Source: an optimization exercise on an open RTL-to-GDS flow (aim: small area). Production flows keep margins and buffers that such runs may drop.
Function not checked in this run: the RTL went through the layout flow alone.
Power figures rest on the tool's default switching activity, not on a simulated workload.

## flow/design.v

```verilog
package moller_cfg_pkg;
    localparam int NUM_ADC_CH = 16;     
    localparam int SAMPLE_W   = 18;     
    localparam int TS_W       = 64;     
    localparam int WORD_W     = 64;     
    localparam int CH_SEL_W   = 4;      
    localparam int NSAMP_W    = 16;     
    localparam int RATE_DIV_W = 7;      
    localparam int RATE_W     = 8;      
endpackage
package moller_regs_pkg;
    localparam int APB_ADDR_W = 12;
    localparam int APB_DATA_W = 32;
    localparam logic [APB_DATA_W-1:0] MOLLER_REVISION = 32'h0002_0105;
    localparam logic [APB_ADDR_W-1:0] REG_REVISION    = 12'h000;
    localparam logic [APB_ADDR_W-1:0] REG_ADC_CTRL    = 12'h004;
    localparam logic [APB_ADDR_W-1:0] REG_STREAM_CTRL = 12'h008;
    localparam logic [APB_ADDR_W-1:0] REG_STATUS      = 12'h00C;
    localparam logic [APB_ADDR_W-1:0] REG_DROP_COUNT  = 12'h010;   
    localparam logic [APB_ADDR_W-1:0] REG_TS_LO       = 12'h014;   
    localparam logic [APB_ADDR_W-1:0] REG_TS_HI       = 12'h018;   
    localparam int ADC_TESTPAT_BIT = 0;
    localparam int ADC_PD_BIT      = 1;    
    localparam int ADC_RATE_LSB    = 8;
    localparam int ADC_RATE_MSB    = 15;
    localparam int STR_ENA_BIT   = 31;
    localparam int STR_RDIV_LSB  = 24;
    localparam int STR_RDIV_MSB  = 30;
    localparam int STR_CH1_LSB   = 20;
    localparam int STR_CH1_MSB   = 23;
    localparam int STR_CH0_LSB   = 16;
    localparam int STR_CH0_MSB   = 19;
    localparam int STR_NSAMP_LSB = 0;
    localparam int STR_NSAMP_MSB = 15;
    localparam int STAT_LOCK_BIT = 0;      
    localparam int STAT_HOLD_BIT = 1;      
endpackage
`timescale 1ns/1ps
module apb_regmap (
    input  logic clk,
    input  logic rst_n,
    input  logic [moller_regs_pkg::APB_ADDR_W-1:0] paddr,
    input  logic                                   psel,
    input  logic                                   penable,
    input  logic                                   pwrite,
    input  logic [moller_regs_pkg::APB_DATA_W-1:0] pwdata,
    output logic [moller_regs_pkg::APB_DATA_W-1:0] prdata,
    output logic                                   pready,
    output logic                                   pslverr,
    input  logic                                   lmk_lock_detect,
    input  logic                                   lmk_holdover,
    input  logic [moller_regs_pkg::APB_DATA_W-1:0] drop_count,
    input  logic [moller_cfg_pkg::TS_W-1:0]        ts_cnt,
    output logic                                   adc_testpat,
    output logic                                   adc_pd_n,
    output logic [moller_cfg_pkg::RATE_W-1:0]      sample_rate,
    output logic                                   stream_ena,
    output logic [moller_cfg_pkg::RATE_DIV_W-1:0]  rate_div,
    output logic [moller_cfg_pkg::CH_SEL_W-1:0]    ch0_sel,
    output logic [moller_cfg_pkg::CH_SEL_W-1:0]    ch1_sel,
    output logic [moller_cfg_pkg::NSAMP_W-1:0]     num_samples,
    output logic                                   drop_load,
    output logic                                   ts_load_lo,
    output logic                                   ts_load_hi
);
    logic [moller_regs_pkg::APB_DATA_W-1:0] adc_ctrl_q;
    logic [moller_regs_pkg::APB_DATA_W-1:0] stream_ctrl_q;
    logic [1:0] lock_sync;                  
    logic [1:0] hold_sync;
    logic       access;
    logic       wr_en;
    logic       addr_hit;
    assign pready = 1'b1;                   
    assign access = psel & penable;
    assign wr_en  = access & pwrite;
    always_ff @(posedge clk) begin
        if (!rst_n) begin
            adc_ctrl_q    <= '0;            
            stream_ctrl_q <= '0;
            lock_sync     <= '0;
            hold_sync     <= '0;
        end else begin
            lock_sync <= {lock_sync[0], lmk_lock_detect};
            hold_sync <= {hold_sync[0], lmk_holdover};
            if (wr_en && paddr == moller_regs_pkg::REG_ADC_CTRL)
                adc_ctrl_q <= pwdata;
            if (wr_en && paddr == moller_regs_pkg::REG_STREAM_CTRL)
                stream_ctrl_q <= pwdata;
        end
    end
    always_comb begin
        prdata   = '0;
        addr_hit = 1'b1;
        case (paddr)
            moller_regs_pkg::REG_REVISION:    prdata = moller_regs_pkg::MOLLER_REVISION;
            moller_regs_pkg::REG_ADC_CTRL:    prdata = adc_ctrl_q;
            moller_regs_pkg::REG_STREAM_CTRL: prdata = stream_ctrl_q;
            moller_regs_pkg::REG_STATUS: begin
                prdata[moller_regs_pkg::STAT_LOCK_BIT] = lock_sync[1];
                prdata[moller_regs_pkg::STAT_HOLD_BIT] = hold_sync[1];
            end
            moller_regs_pkg::REG_DROP_COUNT:  prdata = drop_count;
            moller_regs_pkg::REG_TS_LO:       prdata = ts_cnt[31:0];
            moller_regs_pkg::REG_TS_HI:       prdata = ts_cnt[63:32];
            default:                          addr_hit = 1'b0;    
        endcase
    end
    assign pslverr    = access & ~addr_hit;
    assign drop_load  = wr_en & (paddr == moller_regs_pkg::REG_DROP_COUNT);   
    assign ts_load_lo = wr_en & (paddr == moller_regs_pkg::REG_TS_LO);
    assign ts_load_hi = wr_en & (paddr == moller_regs_pkg::REG_TS_HI);
    assign adc_testpat = adc_ctrl_q[moller_regs_pkg::ADC_TESTPAT_BIT];
    assign adc_pd_n    = ~adc_ctrl_q[moller_regs_pkg::ADC_PD_BIT];
    assign sample_rate = adc_ctrl_q[moller_regs_pkg::ADC_RATE_MSB:moller_regs_pkg::ADC_RATE_LSB];
    assign stream_ena  = stream_ctrl_q[moller_regs_pkg::STR_ENA_BIT];
    assign rate_div    = stream_ctrl_q[moller_regs_pkg::STR_RDIV_MSB:moller_regs_pkg::STR_RDIV_LSB];
    assign ch1_sel     = stream_ctrl_q[moller_regs_pkg::STR_CH1_MSB:moller_regs_pkg::STR_CH1_LSB];
    assign ch0_sel     = stream_ctrl_q[moller_regs_pkg::STR_CH0_MSB:moller_regs_pkg::STR_CH0_LSB];
    assign num_samples =
        stream_ctrl_q[moller_regs_pkg::STR_NSAMP_MSB:moller_regs_pkg::STR_NSAMP_LSB];
endmodule
`timescale 1ns/1ps
module convert_timer (
    input  logic                              clk,
    input  logic                              rst_n,
    input  logic [moller_cfg_pkg::RATE_W-1:0] sample_rate,    
    input  logic                              ts_load_lo,     
    input  logic                              ts_load_hi,     
    input  logic [31:0]                       ts_wdata,
    output logic                              adc_convert,
    output logic [moller_cfg_pkg::TS_W-1:0]   convert_ts,
    output logic [moller_cfg_pkg::TS_W-1:0]   ts_cnt        
);
    logic [moller_cfg_pkg::RATE_W-1:0] period_cnt;  
    always_ff @(posedge clk) begin
        if (!rst_n)
            ts_cnt <= '0;                   
        else if (ts_load_lo)
            ts_cnt <= {ts_cnt[63:32], ts_wdata};    
        else if (ts_load_hi)
            ts_cnt <= {ts_wdata, ts_cnt[31:0]};
        else
            ts_cnt <= ts_cnt + 1'b1;
    end
    always_ff @(posedge clk) begin
        if (!rst_n) begin
            period_cnt  <= '0;
            adc_convert <= 1'b0;
        end else if (sample_rate == '0) begin
            period_cnt  <= '0;              
            adc_convert <= 1'b0;
        end else if (period_cnt == '0) begin
            period_cnt  <= sample_rate - 1'b1;
            adc_convert <= 1'b1;
        end else begin
            period_cnt  <= period_cnt - 1'b1;
            adc_convert <= 1'b0;
        end
    end
    always_ff @(posedge clk) begin
        if (adc_convert)
            convert_ts <= ts_cnt;
    end
endmodule
`timescale 1ns/1ps
module stream_decimator #(
    parameter int NUM_CH = 16
)(
    input  logic clk,
    input  logic rst_n,
    input  logic                                            adc_valid,
    input  logic [NUM_CH-1:0][moller_cfg_pkg::SAMPLE_W-1:0] adc_data,
    input  logic [moller_cfg_pkg::TS_W-1:0]                 convert_ts,
    input  logic                                  stream_ena,
    input  logic [moller_cfg_pkg::RATE_DIV_W-1:0] rate_div,
    input  logic [moller_cfg_pkg::CH_SEL_W-1:0]   ch0_sel,
    input  logic [moller_cfg_pkg::CH_SEL_W-1:0]   ch1_sel,
    input  logic [moller_cfg_pkg::NSAMP_W-1:0]    num_samples,
    output logic                                pick_valid,
    output logic                                pick_first,
    output logic                                pick_last,
    output logic [moller_cfg_pkg::SAMPLE_W-1:0] pick_ch0,
    output logic [moller_cfg_pkg::SAMPLE_W-1:0] pick_ch1,
    output logic [moller_cfg_pkg::TS_W-1:0]     pick_ts
);
    logic [moller_cfg_pkg::RATE_DIV_W-1:0] div_cnt;    
    logic [moller_cfg_pkg::NSAMP_W-1:0]    samp_cnt;   
    logic [moller_cfg_pkg::NSAMP_W-1:0]    last_idx;
    logic                                  take;
    logic                                  is_last;
    assign last_idx = (num_samples == '0) ? '0 : num_samples - 1'b1;
    assign is_last  = (samp_cnt == last_idx);
    assign take     = adc_valid & stream_ena & (div_cnt == '0);
    always_ff @(posedge clk) begin
        if (!rst_n || !stream_ena) begin
            div_cnt  <= '0;
            samp_cnt <= '0;
        end else if (adc_valid) begin
            div_cnt <= (div_cnt == '0) ? rate_div : div_cnt - 1'b1;
            if (take)
                samp_cnt <= is_last ? '0 : samp_cnt + 1'b1;
        end
    end
    always_ff @(posedge clk) begin
        if (!rst_n)
            pick_valid <= 1'b0;
        else
            pick_valid <= take;             
    end
    always_ff @(posedge clk) begin
        if (take) begin
            pick_first <= (samp_cnt == '0);
            pick_last  <= is_last;
            pick_ch0   <= adc_data[ch0_sel];
            pick_ch1   <= adc_data[ch1_sel];
            pick_ts    <= convert_ts;
        end
    end
endmodule
`timescale 1ns/1ps
module stream_packer #(
    parameter int FIFO_DEPTH = 8            
)(
    input  logic clk,
    input  logic rst_n,
    input  logic                                pick_valid,
    input  logic                                pick_first,
    input  logic                                pick_last,
    input  logic [moller_cfg_pkg::SAMPLE_W-1:0] pick_ch0,
    input  logic [moller_cfg_pkg::SAMPLE_W-1:0] pick_ch1,
    input  logic [moller_cfg_pkg::TS_W-1:0]     pick_ts,
    input  logic stream_ready,
    input  logic        drop_load,          
    input  logic [31:0] drop_wdata,
    output logic [moller_cfg_pkg::WORD_W-1:0] stream_data,
    output logic                              stream_last,
    output logic                              stream_valid,
    output logic [31:0]                       drop_count
);
    localparam int PTR_W  = $clog2(FIFO_DEPTH);
    localparam int HALF_W = moller_cfg_pkg::WORD_W / 2;
    localparam int EXT_W  = HALF_W - moller_cfg_pkg::SAMPLE_W;
    logic [moller_cfg_pkg::WORD_W:0] mem [FIFO_DEPTH];    
    logic [PTR_W:0]   wr_ptr;
    logic [PTR_W:0]   rd_ptr;
    logic [PTR_W:0]   count;
    logic [PTR_W-1:0] wr_idx;
    logic [PTR_W-1:0] wr_idx_nxt;
    logic [1:0]       need;
    logic             pend_hdr;             
    logic             hdr_needed;
    logic             space_ok;
    logic             drop;
    logic [moller_cfg_pkg::WORD_W-1:0] sample_word;
    assign sample_word = {{EXT_W{pick_ch1[moller_cfg_pkg::SAMPLE_W-1]}}, pick_ch1,
                          {EXT_W{pick_ch0[moller_cfg_pkg::SAMPLE_W-1]}}, pick_ch0};
    assign count      = wr_ptr - rd_ptr;
    assign wr_idx     = wr_ptr[PTR_W-1:0];
    assign wr_idx_nxt = wr_idx + 1'b1;
    assign hdr_needed = pick_first | pend_hdr;
    assign need       = hdr_needed ? 2'd2 : 2'd1;
    assign space_ok   = ({1'b0, count} + {{PTR_W{1'b0}}, need}) <= (PTR_W+2)'(FIFO_DEPTH);
    assign drop       = pick_valid & ~space_ok;
    always_ff @(posedge clk) begin
        if (pick_valid && space_ok) begin
            if (hdr_needed) begin
                mem[wr_idx]     <= {1'b0, pick_ts};
                mem[wr_idx_nxt] <= {pick_last, sample_word};
            end else begin
                mem[wr_idx]     <= {pick_last, sample_word};
            end
        end
    end
    always_ff @(posedge clk) begin
        if (!rst_n) begin
            wr_ptr     <= '0;
            rd_ptr     <= '0;
            pend_hdr   <= 1'b0;
            drop_count <= '0;
        end else begin
            if (pick_valid && space_ok)
                wr_ptr <= wr_ptr + {{(PTR_W-1){1'b0}}, need};
            if (stream_valid && stream_ready)
                rd_ptr <= rd_ptr + 1'b1;
            if (pick_valid)
                pend_hdr <= hdr_needed & ~space_ok;   
            if (drop_load)
                drop_count <= drop_wdata;
            else if (drop && !(&drop_count))
                drop_count <= drop_count + 1'b1;      
        end
    end
    assign stream_valid              = (count != '0);
    assign {stream_last, stream_data} = mem[rd_ptr[PTR_W-1:0]];
endmodule
`timescale 1ns/1ps
module moller_top #(
    parameter int NUM_CH     = moller_cfg_pkg::NUM_ADC_CH,
    parameter int FIFO_DEPTH = 8                           
)(
    input  logic clk,
    input  logic rst_n,
    input  logic [moller_regs_pkg::APB_ADDR_W-1:0] paddr,
    input  logic                                   psel,
    input  logic                                   penable,
    input  logic                                   pwrite,
    input  logic [moller_regs_pkg::APB_DATA_W-1:0] pwdata,
    output logic [moller_regs_pkg::APB_DATA_W-1:0] prdata,
    output logic                                   pready,
    output logic                                   pslverr,
    input  logic lmk_lock_detect,
    input  logic lmk_holdover,
    input  logic                                       adc_valid,
    input  logic [NUM_CH-1:0][moller_cfg_pkg::SAMPLE_W-1:0] adc_data,
    output logic                                       adc_convert,
    output logic                                       adc_testpat,
    output logic                                       adc_pd_n,
    output logic [moller_cfg_pkg::WORD_W-1:0] stream_data,
    output logic                              stream_last,
    output logic                              stream_valid,
    input  logic                              stream_ready
);
    logic [moller_cfg_pkg::RATE_W-1:0]     sample_rate;
    logic                                  stream_ena;
    logic [moller_cfg_pkg::RATE_DIV_W-1:0] rate_div;
    logic [moller_cfg_pkg::CH_SEL_W-1:0]   ch0_sel;
    logic [moller_cfg_pkg::CH_SEL_W-1:0]   ch1_sel;
    logic [moller_cfg_pkg::NSAMP_W-1:0]    num_samples;
    logic [31:0]                     drop_count;
    logic                            drop_load;
    logic                            ts_load_lo;
    logic                            ts_load_hi;
    logic [moller_cfg_pkg::TS_W-1:0] convert_ts;    
    logic [moller_cfg_pkg::TS_W-1:0] ts_cnt;        
    logic                                pick_valid;
    logic                                pick_first;
    logic                                pick_last;
    logic [moller_cfg_pkg::SAMPLE_W-1:0] pick_ch0;
    logic [moller_cfg_pkg::SAMPLE_W-1:0] pick_ch1;
    logic [moller_cfg_pkg::TS_W-1:0]     pick_ts;
    apb_regmap u_regmap (
        .clk(clk), .rst_n(rst_n),
        .paddr(paddr), .psel(psel), .penable(penable), .pwrite(pwrite),
        .pwdata(pwdata), .prdata(prdata), .pready(pready), .pslverr(pslverr),
        .lmk_lock_detect(lmk_lock_detect), .lmk_holdover(lmk_holdover),
        .drop_count(drop_count), .ts_cnt(ts_cnt),
        .adc_testpat(adc_testpat), .adc_pd_n(adc_pd_n), .sample_rate(sample_rate),
        .stream_ena(stream_ena), .rate_div(rate_div),
        .ch0_sel(ch0_sel), .ch1_sel(ch1_sel), .num_samples(num_samples),
        .drop_load(drop_load), .ts_load_lo(ts_load_lo), .ts_load_hi(ts_load_hi)
    );
    convert_timer u_timer (
        .clk(clk), .rst_n(rst_n),
        .sample_rate(sample_rate),
        .ts_load_lo(ts_load_lo), .ts_load_hi(ts_load_hi), .ts_wdata(pwdata),
        .adc_convert(adc_convert),
        .convert_ts(convert_ts), .ts_cnt(ts_cnt)
    );
    stream_decimator #(.NUM_CH(NUM_CH)) u_decim (
        .clk(clk), .rst_n(rst_n),
        .adc_valid(adc_valid), .adc_data(adc_data), .convert_ts(convert_ts),
        .stream_ena(stream_ena), .rate_div(rate_div),
        .ch0_sel(ch0_sel), .ch1_sel(ch1_sel), .num_samples(num_samples),
        .pick_valid(pick_valid), .pick_first(pick_first), .pick_last(pick_last),
        .pick_ch0(pick_ch0), .pick_ch1(pick_ch1), .pick_ts(pick_ts)
    );
    stream_packer #(.FIFO_DEPTH(FIFO_DEPTH)) u_packer (
        .clk(clk), .rst_n(rst_n),
        .pick_valid(pick_valid), .pick_first(pick_first), .pick_last(pick_last),
        .pick_ch0(pick_ch0), .pick_ch1(pick_ch1), .pick_ts(pick_ts),
        .stream_ready(stream_ready), .drop_load(drop_load), .drop_wdata(pwdata),
        .stream_data(stream_data), .stream_last(stream_last),
        .stream_valid(stream_valid), .drop_count(drop_count)
    );
endmodule
```

## flow/run.sh

```bash
#!/bin/bash
# synth_recipe.tcl (not shown) runs the flow's synth.tcl, then flattens the netlist and writes it again
# the make line also repeats each setting of config.mk as NAME=value (left out here)
make -C /OpenROAD-flow-scripts/flow DESIGN_CONFIG=/design/flow/config.mk WORK_HOME=/design/flow/orfs CLKGATE_MAP_FILE= SYNTH_SCRIPT=/design/flow/synth_recipe.tcl finish
```

## flow/config.mk

```make
export PLATFORM = sky130hd
export DESIGN_NAME = moller_top
export DESIGN_NICKNAME = moller_top
export VERILOG_FILES = /design/flow/design.v
export SDC_FILE = /design/flow/constraint.sdc
export NUM_CORES = 4
export LEC_CHECK = 0
export CAP_MARGIN = 20
export CORE_MARGIN = 2
export CORE_UTILIZATION = 40
export SLEW_MARGIN = 20
```

## flow/constraint.sdc

```tcl
create_clock -name core_clock -period 8.0 [get_ports {clk}]
set_input_delay 1.6000 -clock core_clock [delete_from_list [all_inputs] [get_ports {clk}]]
set_output_delay 1.6000 -clock core_clock [all_outputs]
set_load 0.01 [all_outputs]
```

==> summary.txt <==
-- state kept, by name, indices dropped and copies added (netlist names), 2 cells and up, named ones only --
register and flops:
u_decim.pick_ts 64, u_timer.period_cnt 8, u_decim.samp_cnt 16, u_packer.mem 520, u_timer.convert_ts 64, u_regmap.hold_sync 2
u_decim.pick_ch1 18, u_packer.rd_ptr 4, u_decim.div_cnt 7, u_timer.ts_cnt 64, u_regmap.adc_ctrl_q 32, u_packer.wr_ptr 4
u_packer.drop_count 32, u_regmap.stream_ctrl_q 32, u_regmap.lock_sync 2, u_decim.pick_ch0 18
-- where the power goes --
part / total (µW) / internal [µW] / switching [µW]
clock network: 4640 / 2710 / 1930
logic: 1430 / 782 / 646
registers: 5040 / 4950 / 91.2
total: 11100 / 8440 / 2670
-- logic make-up after synthesis --
logic type	Yosys count	share of synthesized area [%]
AOI/OAI and AO/OA	502	6.68
xor gates and xnor gates	64	1.19
adders and majority gates	20	0.581
buffers and inverters	316	2.79
DFF	895	52.8
muxes	891	28.8
other	1	0.00799
and+or+nand+nor	698	7.16
-- final timing paths --
kind / start / to / depth (start not counted)
worst max-delay path: paddr[11] / prdata[3] / 9
worst min-delay path: u_timer.convert_ts[11] / u_decim.pick_ts[11] / 0
worst max register to register: u_packer.wr_ptr[0] / u_packer.mem[4][43] / 13
worst min register to register: u_timer.convert_ts[11] / u_decim.pick_ts[11] / 0
-- placed cells by master (no fill, tap or decap), types with 8 or more instances in the layout --
master and count:
sky130_fd_sc_hd__diode_2 10, sky130_fd_sc_hd__or3_1 15, sky130_fd_sc_hd__nor3_1 45, sky130_fd_sc_hd__xor2_1 32
sky130_fd_sc_hd__clkbuf_8 9, sky130_fd_sc_hd__buf_4 40, sky130_fd_sc_hd__and3_1 28, sky130_fd_sc_hd__ha_1 17
sky130_fd_sc_hd__clkinv_1 16, sky130_fd_sc_hd__o21ai_0 100, sky130_fd_sc_hd__clkdlybuf4s50_1 442, sky130_fd_sc_hd__nand2_1 277
sky130_fd_sc_hd__a31oi_1 31, sky130_fd_sc_hd__and2_1 24, sky130_fd_sc_hd__xnor2_1 32, sky130_fd_sc_hd__edfxtp_1 686
sky130_fd_sc_hd__nand2b_1 8, sky130_fd_sc_hd__mux4_2 310, sky130_fd_sc_hd__nand4_1 31, sky130_fd_sc_hd__a211oi_1 20
sky130_fd_sc_hd__a21oi_1 192, sky130_fd_sc_hd__a22oi_1 48, sky130_fd_sc_hd__nor4_1 22, sky130_fd_sc_hd__bufinv_16 13
sky130_fd_sc_hd__dfxtp_1 199, sky130_fd_sc_hd__inv_1 32, sky130_fd_sc_hd__o31ai_1 9, sky130_fd_sc_hd__clkinv_2 20
sky130_fd_sc_hd__mux2_2 577, sky130_fd_sc_hd__buf_12 14, sky130_fd_sc_hd__and4_1 16, sky130_fd_sc_hd__nand3_1 58
sky130_fd_sc_hd__clkbuf_16 96, sky130_fd_sc_hd__clkbuf_1 8, sky130_fd_sc_hd__a222oi_1 28, sky130_fd_sc_hd__a32oi_1 12
sky130_fd_sc_hd__nor2_1 117, sky130_fd_sc_hd__or4_1 11
-- layout make-up --
class | instances | area, µm² | share of cell area [%]
inverter | 34 | 135 | 0.240
tap | 1524 | 1910 | 3.39
clock inverter | 61 | 709 | 1.26
timing repair buffer | 497 | 5030 | 8.94
multi-input combinational | 2176 | 21100 | 37.5
antenna | 10 | 25.0 | 0.0445
clock buffer | 113 | 2560 | 4.54
sequential | 895 | 24800 | 44.1
-- layer usage --
metal  track usage, %  routed length, µm
met1             36.1              66400
met2             39.5              71000
met3             5.09              13300
met4             7.59               5220
met5                0                148
-- worst max-delay path, delay by kind of cell --
family                 cells  cell delay [ns]
AO/OA/AOI/OAI              1             0.10
buffers and inverters      3             1.28
AND/OR/NAND/NOR            5             1.94
-- metrics by stage --
stage               total power, µW  hold slack [ns]  area (µm²)
floorplan                      5920            0.400       47000
global placement               6590            0.404       53000
detailed placement             6590            0.405       53000
CTS                           11200            0.417       56200
global route                  11400            0.427       56300
finish                        11100            0.418       56300
==> impl_metrics.yaml <==
run_status:
  status: "timing/DRC/antenna clean"
sta:
  fmaxAchievable_mhz: 153
  slew_hr_pct: 21.5
  maxSlewViolCount: 0
  fin_crit_ns: 6.53
  finalHoldViolCount: 0
  final_critical_path_setup_slack_ns: 1.47
  rsz0062_at_grt: "no"
  timing.final.crit_share_pct: 81.6
  finClkSkew_ns: 0.0279
  timing_worst_slew_pin_value_ns: 1.18
  timing.setup.tns_ns: 0
  finalSetupViolations: 0
placed_design:
  routabilityCongestion: 0.973
  pre_cts_slack_ns: 1.54
  port_buffers: 442
  detailed_place_hpwl_um: 101000
  placedCellCount: 5125
synthesis:
  synthMostInstantiatedCell: "sky130_fd_sc_hd__edfxtp_1"
  post-synth-top-area-cell: "sky130_fd_sc_hd__edfxtp_1"
  synth.ff_latch_count: 895
  synth_top_area_share_pct: 43.9
  synth-edff-count: 686
  share_of_flip_flops_with_an_asynchronous_set_or_reset_after_synthesis_pct: 0
  synth_top_cells_by_area: "sky130_fd_sc_hd__edfxtp_1, sky130_fd_sc_hd__mux4_2, sky130_fd_sc_hd__mux2_2"
  synth-seq-area-share_pct: 52.8
  gate_count_post_synth: 3387
  synthTopCellsByCount: "sky130_fd_sc_hd__edfxtp_1, sky130_fd_sc_hd__mux2_2, sky130_fd_sc_hd__mux4_2"
  synth.lib_cells_used.distinct: 72
  syn_area_mm2: 0.0469
  synth-warning-count: 4
  synthesis.area_per_instance_um2: 13.9
  syn-num-nets: 3748
  synth_flop_cell: "sky130_fd_sc_hd__edfxtp_1"
power_and_ir_drop:
  power.ir.vdd_worst_mv: 0.168
  power_per_cell_area_mw_per_mm2: 197
  p_leak_uw: 0.0180
clocking:
  tritoncts: "done"
  insertion_delay_ns: 0.68
  cts-resized-gates: 0
  cts-root-buf: "sky130_fd_sc_hd__clkbuf_16"
  post_cts_hold_buffer_count: 0
  clock_tree.buffer_depth: 3
  cts_setup_buffers: 0
  cts_inserted_buffers: 94
  clk_pin_slew_ns: 0.06
  clock_sink_count: 895
  cts.htree.levels: 3
drt:
  number_of_antenna_violating_nets_in_the_routed_design: 0
  vias_per_cell: 6.13
  routedWlPerCell_um: 29.4
  detailedRoute.firstIterationViolations: 4065
  firstDrtPassIters: 9
  post-route-drc-count: 0
  routed-via-count: 32500
  drt_wl_total_um: 156000
final_layout:
  finalNetCount: 4059
  drive_above_1_share_pct: 30.3
  final-instance-count-excl-fill: 5310
  postLayoutCoreUtil_pct: 48.4
  fill_cells: 10200
  syn_to_final_growth_pct: 19.9
floorplan:
  placementRows: 125
  dieArea_mm2: 0.120
  floorplan.initialDensity_pct: 40.3
  dieWidth_um: 347
  design.core.area_mm2: 0.116
  die_y_um: 347
  num_io_pins: 444
critical_path:
  critPathArrivalTime_ns: 4.93
  sort_of_element_at_the_end_of_the_critical_path: "primary output"
  critical_path.max_stage_delay_ns: 0.91
  timing.critical_path.fanout_max: 22
  worstPathCellList: "clkdlybuf4s50_1 -> or4_1 -> nor2b_1 -> nand2_1 -> nor2_2 -> buf_4 -> a22oi_1 -> nand2_1 -> clkdlybuf4s50_1"
  critical_path_required_ns: 6.40
  critical_path.startpoint_type: "input pin"
  r2r_slack_ns: 2.64
  criticalPathCategory: "input pin to primary output"
  slowest_cell_on_the_critical_path: "sky130_fd_sc_hd__nor2_2"
grt:
  first_global_vias: 31500
  grtUsageTotal_pct: 25.5
  antenna_violations_before_repair: 22
  grt_pass1_wl_um: 226000
  grt_start_max_net_pins: 121
  globalRoute.totalOverflow: 0
hold_path:
  worst_hold_path_type: "flop to flop"
job:
  maxCapViolations: 0

-- what the ideal ports hide --
The results above use ideal ports. As a check the final layout listed here was re-extracted and re-timed, cells and wires unchanged. Step 1 sets driving cells, clkbuf_16 on the clock port and buf_2 on the other inputs (assumed; they add their load-dependent delay and slew). Step 2 times the ports against the registers' clock, not the clock port: input delays grow and output delays shrink by t, the midpoint of the rising clock arrivals with the driver on. a / b / c = ideal ports / drivers / drivers and shift; a / b = the first two.
shift t [ns]: 0.735
setup slack, ns: 1.474 / 1.447 / 1.447
hold slack, ns: 0.418 / 0.418 / 0.418
After both steps setup and hold are still met in this run. The setup slack of this run moves by -0.027 ns with the drivers and by -0.027 ns with both steps.
